Background: an optimization exercise with open tools, aiming at small area and a short achievable clock period. Do not read the settings as production practice.
In this exercise RTL edits were held to simulation tests only and were not proved equivalent to the original.

==> flow/design.v <==
package mfb_frame_gen_pkg;
    localparam logic [15:0] LFSR_TAPS = 16'h002D;
endpackage
module mfb_frame_gen_lfsr #(
    parameter logic [15:0] SEED = 16'hACE1
) (
    input  logic        clk,
    input  logic        reset,
    input  logic        en,
    input  logic        adv1,
    input  logic        adv2,
    output logic [15:0] ahead0,
    output logic [15:0] ahead1,
    output logic [15:0] ahead2
);
    logic [15:0] q;
    assign ahead0 = q;
    assign ahead1 = {^(ahead0 & mfb_frame_gen_pkg::LFSR_TAPS), ahead0[15:1]};
    assign ahead2 = {^(ahead1 & mfb_frame_gen_pkg::LFSR_TAPS), ahead1[15:1]};
    always_ff @(posedge clk) begin
        if (reset)     q <= SEED;
        else if (en) begin
            if (adv2)      q <= ahead2;
            else if (adv1) q <= ahead1;
        end
    end
endmodule
module mfb_frame_gen_items (
    input  logic         clk,
    input  logic         en,
    input  logic [7:0]   base_n,
    output logic [511:0] items
);
    logic [2:0]      lo_q;
    logic [7:1]      cl_q;       
    logic [8:0][4:0] h_q;        
    always_ff @(posedge clk) begin
        if (en) begin
            lo_q <= base_n[2:0];
            for (int j = 1; j < 8; j++) cl_q[j] <= ({1'b0, base_n[2:0]} + 4'(j)) >= 4'd8;
            for (int m = 0; m < 9; m++) h_q[m] <= base_n[7:3] + 5'(m);
        end
    end
    logic [7:0]      cl;
    logic [7:0][2:0] sl;         
    always_comb begin
        cl = {cl_q, 1'b0};
        for (int j = 0; j < 8; j++) sl[j] = lo_q + 3'(j);
    end
    genvar i;
    generate
        for (i = 0; i < 64; i++) begin : g_item
            assign items[i*8 +: 8] = {cl[i % 8] ? h_q[i / 8 + 1] : h_q[i / 8], sl[i % 8]};
        end
    endgenerate
endmodule
module mfb_frame_gen (
    input  logic          CLK,
    input  logic          RESET,
    input  logic          START,
    input  logic [31:0]   FRAMES,
    input  logic [15:0]   LEN_MIN,
    input  logic [15:0]   LEN_MAX,
    output logic          BUSY,
    output logic          DONE,
    output logic [31:0]   SENT_CNT,
    output logic [1023:0] TX_DATA,
    output logic [5:0]    TX_SOF_POS,
    output logic [11:0]   TX_EOF_POS,
    output logic [1:0]    TX_SOF,
    output logic [1:0]    TX_EOF,
    output logic          TX_SRC_RDY,
    input  logic          TX_DST_RDY
);
    logic        busy_q, done_q;
    logic        idle;
    assign idle = !busy_q && !done_q;
    logic [15:0] lm1_q;      
    logic [15:0] lx1_q;      
    logic [15:0] d_q;        
    logic [15:0] mask_q;     
    logic        le64_q;     
    logic        le128_q;    
    logic [31:0] left_q;     
    logic [7:0]  fidx_q;     
    logic        in_q;       
    logic [9:0]  rr_q;       
    logic        bias_q;     
    logic [5:0]  ep_q;       
    logic [1:0]  o_q;        
    logic        last_q;     
    logic xfer, load;
    assign xfer = TX_SRC_RDY && TX_DST_RDY;
    assign load = busy_q && !last_q && (!TX_SRC_RDY || TX_DST_RDY);
    logic [15:0] v0, v1, v2;
    logic        adv1, adv2;
    mfb_frame_gen_lfsr #(.SEED(16'hACE1)) lfsr_i (
        .clk    (CLK),
        .reset  (RESET),
        .en     (load),
        .adv1   (adv1),
        .adv2   (adv2),
        .ahead0 (v0),
        .ahead1 (v1),
        .ahead2 (v2)
    );
    function automatic logic [15:0] smear(input logic [15:0] d);
        logic [15:0] m;
        m = d;
        for (int s = 1; s < 16; s = s * 2) m = m | (m >> s);
        smear = m;
    endfunction
    logic [15:0] mask;
    assign mask = mask_q;
    logic [15:0] x0, x1, t0, t1;
    logic        sat0, sat1;
    assign x0   = v0 & mask;
    assign x1   = v1 & mask;
    assign sat0 = x0 > d_q;
    assign sat1 = x1 > d_q;
    assign t0   = sat0 ? lx1_q : lm1_q + x0;
    assign t1   = sat1 ? lx1_q : lm1_q + x1;
    logic lm1_hi6, lm1_hi7;
    assign lm1_hi6 = lm1_q[15:6] == 10'd0;
    assign lm1_hi7 = lm1_q[15:7] == 9'd0;
    logic [6:0] s0lo, s1lo;
    assign s0lo = {1'b0, lm1_q[5:0]} + {1'b0, x0[5:0]};
    assign s1lo = {1'b0, lm1_q[5:0]} + {1'b0, x1[5:0]};
    logic [7:0] s0lo7;
    assign s0lo7 = {1'b0, lm1_q[6:0]} + {1'b0, x0[6:0]};
    logic one0, one1, two0;
    assign one0 = sat0 ? le64_q  : (lm1_hi6 && x0[15:6] == 10'd0 && !s0lo[6]);
    assign one1 = sat1 ? le64_q  : (lm1_hi6 && x1[15:6] == 10'd0 && !s1lo[6]);
    assign two0 = sat0 ? le128_q : (lm1_hi7 && x0[15:7] == 9'd0 && !s0lo7[7]);
    logic        left_hi0, left_nz, left_ge2, left_eq1, left_eq2;
    assign left_hi0 = left_q[31:2] == 30'd0;
    assign left_ge2 = !left_hi0 || left_q[1];
    assign left_nz  = left_ge2 || left_q[0];
    assign left_eq1 = left_hi0 && !left_q[1] && left_q[0];
    assign left_eq2 = left_hi0 && left_q[1] && !left_q[0];
    logic [30:0] left_dec;
    logic [31:0] left_m1, left_m2;
    assign left_dec = left_q[31:1] - 31'd1;
    assign left_m1  = left_q[0] ? {left_q[31:1], 1'b0} : {left_dec, 1'b1};
    assign left_m2  = {left_dec, left_q[0]};
    logic        c_eof0, c_eof1;
    assign c_eof0 = bias_q ? (rr_q == 10'd1) : (rr_q == 10'd2);
    assign c_eof1 = bias_q ? (rr_q == 10'd2) : (rr_q == 10'd3);
    logic        sof0, sof1, eof0, eof1;
    logic [5:0]  ep0, ep1;
    logic [7:0]  b0, b1;
    logic        in_n;
    logic [9:0]  rr_n;
    logic        bias_n;
    logic [5:0]  ep_n;
    logic [1:0]  o_n;
    logic [7:0]  fidx_n;
    logic        last_n;
    logic [31:0] left_n;
    logic [7:0]  fidx_p1, fidx_p2;
    logic [6:0] fidx_inc;
    assign fidx_inc = fidx_q[7:1] + 7'd1;
    assign fidx_p1  = fidx_q[0] ? {fidx_inc, 1'b0} : {fidx_q[7:1], 1'b1};
    assign fidx_p2  = {fidx_inc, fidx_q[0]};
    always_comb begin
        sof0 = !in_q;
        if (in_q) begin
            eof0 = c_eof0;
            ep0  = ep_q;
            b0   = {fidx_q[7:6] + o_q, fidx_q[5:0]};
        end else begin
            eof0 = one0;
            ep0  = t0[5:0];
            b0   = fidx_q;
        end
        in_n   = 1'b0;
        rr_n   = rr_q;
        bias_n = bias_q;
        ep_n   = ep_q;
        o_n    = o_q;
        fidx_n = fidx_p1;
        sof1   = 1'b0;
        eof1   = 1'b0;
        ep1    = ep0;
        b1     = {b0[7:6] + 2'd1, b0[5:0]};
        if (!eof0) begin
            eof1 = in_q ? c_eof1 : two0;
            if (!eof1) begin
                in_n   = 1'b1;
                if (in_q) begin
                    rr_n   = rr_q - 10'd2;
                    bias_n = bias_q;
                end else begin
                    rr_n   = t0[15:6];
                    bias_n = 1'b0;
                end
                ep_n   = ep0;
                o_n    = (in_q ? o_q : 2'd0) + 2'd2;
                fidx_n = fidx_q;
            end
        end else begin
            sof1 = in_q ? left_nz : left_ge2;
            b1   = fidx_p1;
            if (sof1) begin
                eof1 = in_q ? one0 : one1;
                ep1  = in_q ? t0[5:0] : t1[5:0];
                if (!eof1) begin
                    in_n   = 1'b1;
                    rr_n   = in_q ? t0[15:6] : t1[15:6];
                    bias_n = 1'b1;
                    ep_n   = ep1;
                    o_n    = 2'd1;
                    fidx_n = fidx_p1;
                end else begin
                    fidx_n = fidx_p2;
                end
            end
        end
        adv1   = sof0 ^ sof1;
        adv2   = sof0 & sof1;
        if (adv2) begin
            left_n = left_m2;
            last_n = !in_n && left_eq2;
        end else if (adv1) begin
            left_n = left_m1;
            last_n = !in_n && left_eq1;
        end else begin
            left_n = left_q;
            last_n = !in_n && !left_nz;
        end
    end
    always_ff @(posedge CLK) begin
        if (RESET) begin
            busy_q <= 1'b0;
            done_q <= 1'b0;
        end else if (idle) begin
            busy_q <= START && (FRAMES != 32'd0);
            done_q <= START && (FRAMES == 32'd0);
        end else if (done_q) begin
            done_q <= 1'b0;
        end else if (xfer && last_q) begin
            busy_q <= 1'b0;
            done_q <= 1'b1;
        end
    end
    logic [30:0] sent_inc;
    assign sent_inc = SENT_CNT[31:1] + 31'd1;
    always_ff @(posedge CLK) begin
        if (RESET)                 SENT_CNT <= 32'd0;
        else if (idle && START)    SENT_CNT <= 32'd0;
        else if (xfer) begin
            if (TX_EOF[1] & TX_EOF[0])
                SENT_CNT <= {sent_inc, SENT_CNT[0]};
            else if (TX_EOF[1] ^ TX_EOF[0])
                SENT_CNT <= SENT_CNT[0] ? {sent_inc, 1'b0} : {SENT_CNT[31:1], 1'b1};
        end
    end
    always_ff @(posedge CLK) begin
        if (RESET)     TX_SRC_RDY <= 1'b0;
        else if (load) TX_SRC_RDY <= 1'b1;
        else if (xfer) TX_SRC_RDY <= 1'b0;
    end
    logic [15:0] diff;
    logic        span;
    assign diff = LEN_MAX - LEN_MIN;
    assign span = LEN_MIN < LEN_MAX;
    always_ff @(posedge CLK) begin
        if (idle) begin
            lm1_q   <= LEN_MIN - 16'd1;
            lx1_q   <= LEN_MAX - 16'd1;
            d_q     <= span ? diff : 16'd0;
            mask_q  <= span ? smear(diff) : 16'd0;
            le64_q  <= LEN_MAX <= 16'd64;
            le128_q <= LEN_MAX <= 16'd128;
            left_q  <= FRAMES;
            fidx_q  <= 8'd0;
            in_q    <= 1'b0;
            last_q  <= 1'b0;
        end else if (load) begin
            left_q  <= left_n;
            fidx_q  <= fidx_n;
            in_q    <= in_n;
            last_q  <= last_n;
            rr_q    <= rr_n;
            bias_q  <= bias_n;
            ep_q    <= ep_n;
            o_q     <= o_n;
        end
    end
    always_ff @(posedge CLK) begin
        if (load) begin
            TX_SOF     <= {sof1, sof0};
            TX_EOF     <= {eof1, eof0};
            TX_EOF_POS <= {ep1, ep0};
        end
    end
    assign BUSY       = busy_q;
    assign DONE       = done_q;
    assign TX_SOF_POS = 6'd0;
    mfb_frame_gen_items items0_i (.clk(CLK), .en(load), .base_n(b0), .items(TX_DATA[511:0]));
    mfb_frame_gen_items items1_i (.clk(CLK), .en(load), .base_n(b1), .items(TX_DATA[1023:512]));
endmodule
module mfb_frame_gen_top (
    input  logic          CLK,
    input  logic          RESET,
    input  logic          START,
    input  logic [31:0]   FRAMES,
    input  logic [15:0]   LEN_MIN,
    input  logic [15:0]   LEN_MAX,
    output logic          BUSY,
    output logic          DONE,
    output logic [31:0]   SENT_CNT,
    output logic [1023:0] TX_DATA,
    output logic [5:0]    TX_SOF_POS,
    output logic [11:0]   TX_EOF_POS,
    output logic [1:0]    TX_SOF,
    output logic [1:0]    TX_EOF,
    output logic          TX_SRC_RDY,
    input  logic          TX_DST_RDY
);
    mfb_frame_gen gen_i (
        .CLK        (CLK),
        .RESET      (RESET),
        .START      (START),
        .FRAMES     (FRAMES),
        .LEN_MIN    (LEN_MIN),
        .LEN_MAX    (LEN_MAX),
        .BUSY       (BUSY),
        .DONE       (DONE),
        .SENT_CNT   (SENT_CNT),
        .TX_DATA    (TX_DATA),
        .TX_SOF_POS (TX_SOF_POS),
        .TX_EOF_POS (TX_EOF_POS),
        .TX_SOF     (TX_SOF),
        .TX_EOF     (TX_EOF),
        .TX_SRC_RDY (TX_SRC_RDY),
        .TX_DST_RDY (TX_DST_RDY)
    );
endmodule
export LEC_CHECK = 0
export ABC_CLOCK_PERIOD_IN_PS = 3000
export CAP_MARGIN = 20
export CORE_AREA = 4 4 326 326
export DIE_AREA = 0 0 330 330
export SLEW_MARGIN = 20
create_clock -name core_clock -period 12.0 [get_ports {CLK}]
standard.sh (not shown) runs the stock make flow with config.mk's settings and CLKGATE_MAP_FILE= SYNTH_SCRIPT=/design/flow/synth_recipe.tcl, a recipe that flattens the netlist after the stock synthesis.
==> flow/flow/run.sh <==
#!/bin/bash
set -euo pipefail
bash standard.sh \
  "BUFFER_PORTS_ARGS=-buffer_cell sky130_fd_sc_hd__buf_1" \
  SETUP_SLACK_MARGIN=7.5 \
  finish > make.log 2>&1
Edit:
--- a/flow/design.v
+++ b/flow/design.v
@@ -34,16 +34,18 @@
     logic [2:0]      lo_q;
     logic [7:1]      cl_q;       
-    logic [8:0][4:0] h_q;        
+    logic [7:1]      cln_q;      
+    logic [8:0][4:0] hn_q;       
     always_ff @(posedge clk) begin
         if (en) begin
             lo_q <= base_n[2:0];
-            for (int j = 1; j < 8; j++) cl_q[j] <= ({1'b0, base_n[2:0]} + 4'(j)) >= 4'd8;
-            for (int m = 0; m < 9; m++) h_q[m] <= base_n[7:3] + 5'(m);
+            for (int j = 1; j < 8; j++) begin
+                cl_q[j]  <= ({1'b0, base_n[2:0]} + 4'(j)) >= 4'd8;
+                cln_q[j] <= ({1'b0, base_n[2:0]} + 4'(j)) <  4'd8;
+            end
+            for (int m = 0; m < 9; m++) hn_q[m] <= ~(base_n[7:3] + 5'(m));
         end
     end
-    logic [7:0]      cl;
     logic [7:0][2:0] sl;         
     always_comb begin
-        cl = {cl_q, 1'b0};
         for (int j = 0; j < 8; j++) sl[j] = lo_q + 3'(j);
     end
@@ -51,5 +53,11 @@
     generate
         for (i = 0; i < 64; i++) begin : g_item
-            assign items[i*8 +: 8] = {cl[i % 8] ? h_q[i / 8 + 1] : h_q[i / 8], sl[i % 8]};
+            if (i % 8 == 0) begin : g_nc
+                assign items[i*8 +: 8] = {~hn_q[i / 8], sl[0]};
+            end else begin : g_c
+                assign items[i*8 +: 8] = {~((cl_q[i % 8] ? hn_q[i / 8 + 1] : 5'd0) |
+                                           (cln_q[i % 8] ? hn_q[i / 8] : 5'd0)),
+                                          sl[i % 8]};
+            end
         end
     endgenerate
@@ -77,5 +85,5 @@
     assign idle = !busy_q && !done_q;
     logic [15:0] lm1_q;      
-    logic [15:0] lx1_q;      
+    logic [15:0] lx1;        
     logic [15:0] d_q;        
     logic [15:0] mask_q;     
@@ -119,6 +127,7 @@
     assign sat0 = x0 > d_q;
     assign sat1 = x1 > d_q;
-    assign t0   = sat0 ? lx1_q : lm1_q + x0;
-    assign t1   = sat1 ? lx1_q : lm1_q + x1;
+    assign lx1  = lm1_q + d_q;
+    assign t0   = sat0 ? lx1 : lm1_q + x0;
+    assign t1   = sat1 ? lx1 : lm1_q + x1;
     logic lm1_hi6, lm1_hi7;
     assign lm1_hi6 = lm1_q[15:6] == 10'd0;
@@ -268,5 +277,4 @@
         if (idle) begin
             lm1_q   <= LEN_MIN - 16'd1;
-            lx1_q   <= LEN_MAX - 16'd1;
             d_q     <= span ? diff : 16'd0;
             mask_q  <= span ? smear(diff) : 16'd0;
Worst setup slack improves by 0.036 ns.
Sequential share of layout area increases by 0.37 points.
Final cell count increases by 3.0%.
Via count increases by 9.4%.
Utilization decreases by 0.69 points.
Register-to-register slack improves by 0.04 ns.
Non-clock buffer count increases by 43.

## re-timing with driven ports
The results above use ideal ports. As a check the final layouts listed here were re-extracted and re-timed, cells and wires unchanged. Step 1 assumes that a clkbuf_16 drives the clock port and a buf_2 every other input. Step 2, shift: input delay + t, output delay - t, t = (earliest + latest rising clock arrival at the registers) / 2. This alone moves slack from input paths to output paths. Slacks: no drivers / after step 1 / after step 2; pairs: no drivers / after step 1.
run | t, ns | setup WS [ns] | clock arrival spread, ns | worst register clock-pin slew, ns | cell pins on the clock port's net
the first run | 0.647 | 7.383 / 7.319 / 6.911 | 0.031 / 0.032 | 0.07 / 0.07 | 1
the second run | 0.649 | 7.419 / 7.383 / 6.772 | 0.016 / 0.017 | 0.07 / 0.07 | 1
After both steps every run listed still meets setup and hold. For the second run, which loses most, drivers alone change the setup slack by -0.036 ns; drivers and shift together by -0.647 ns.
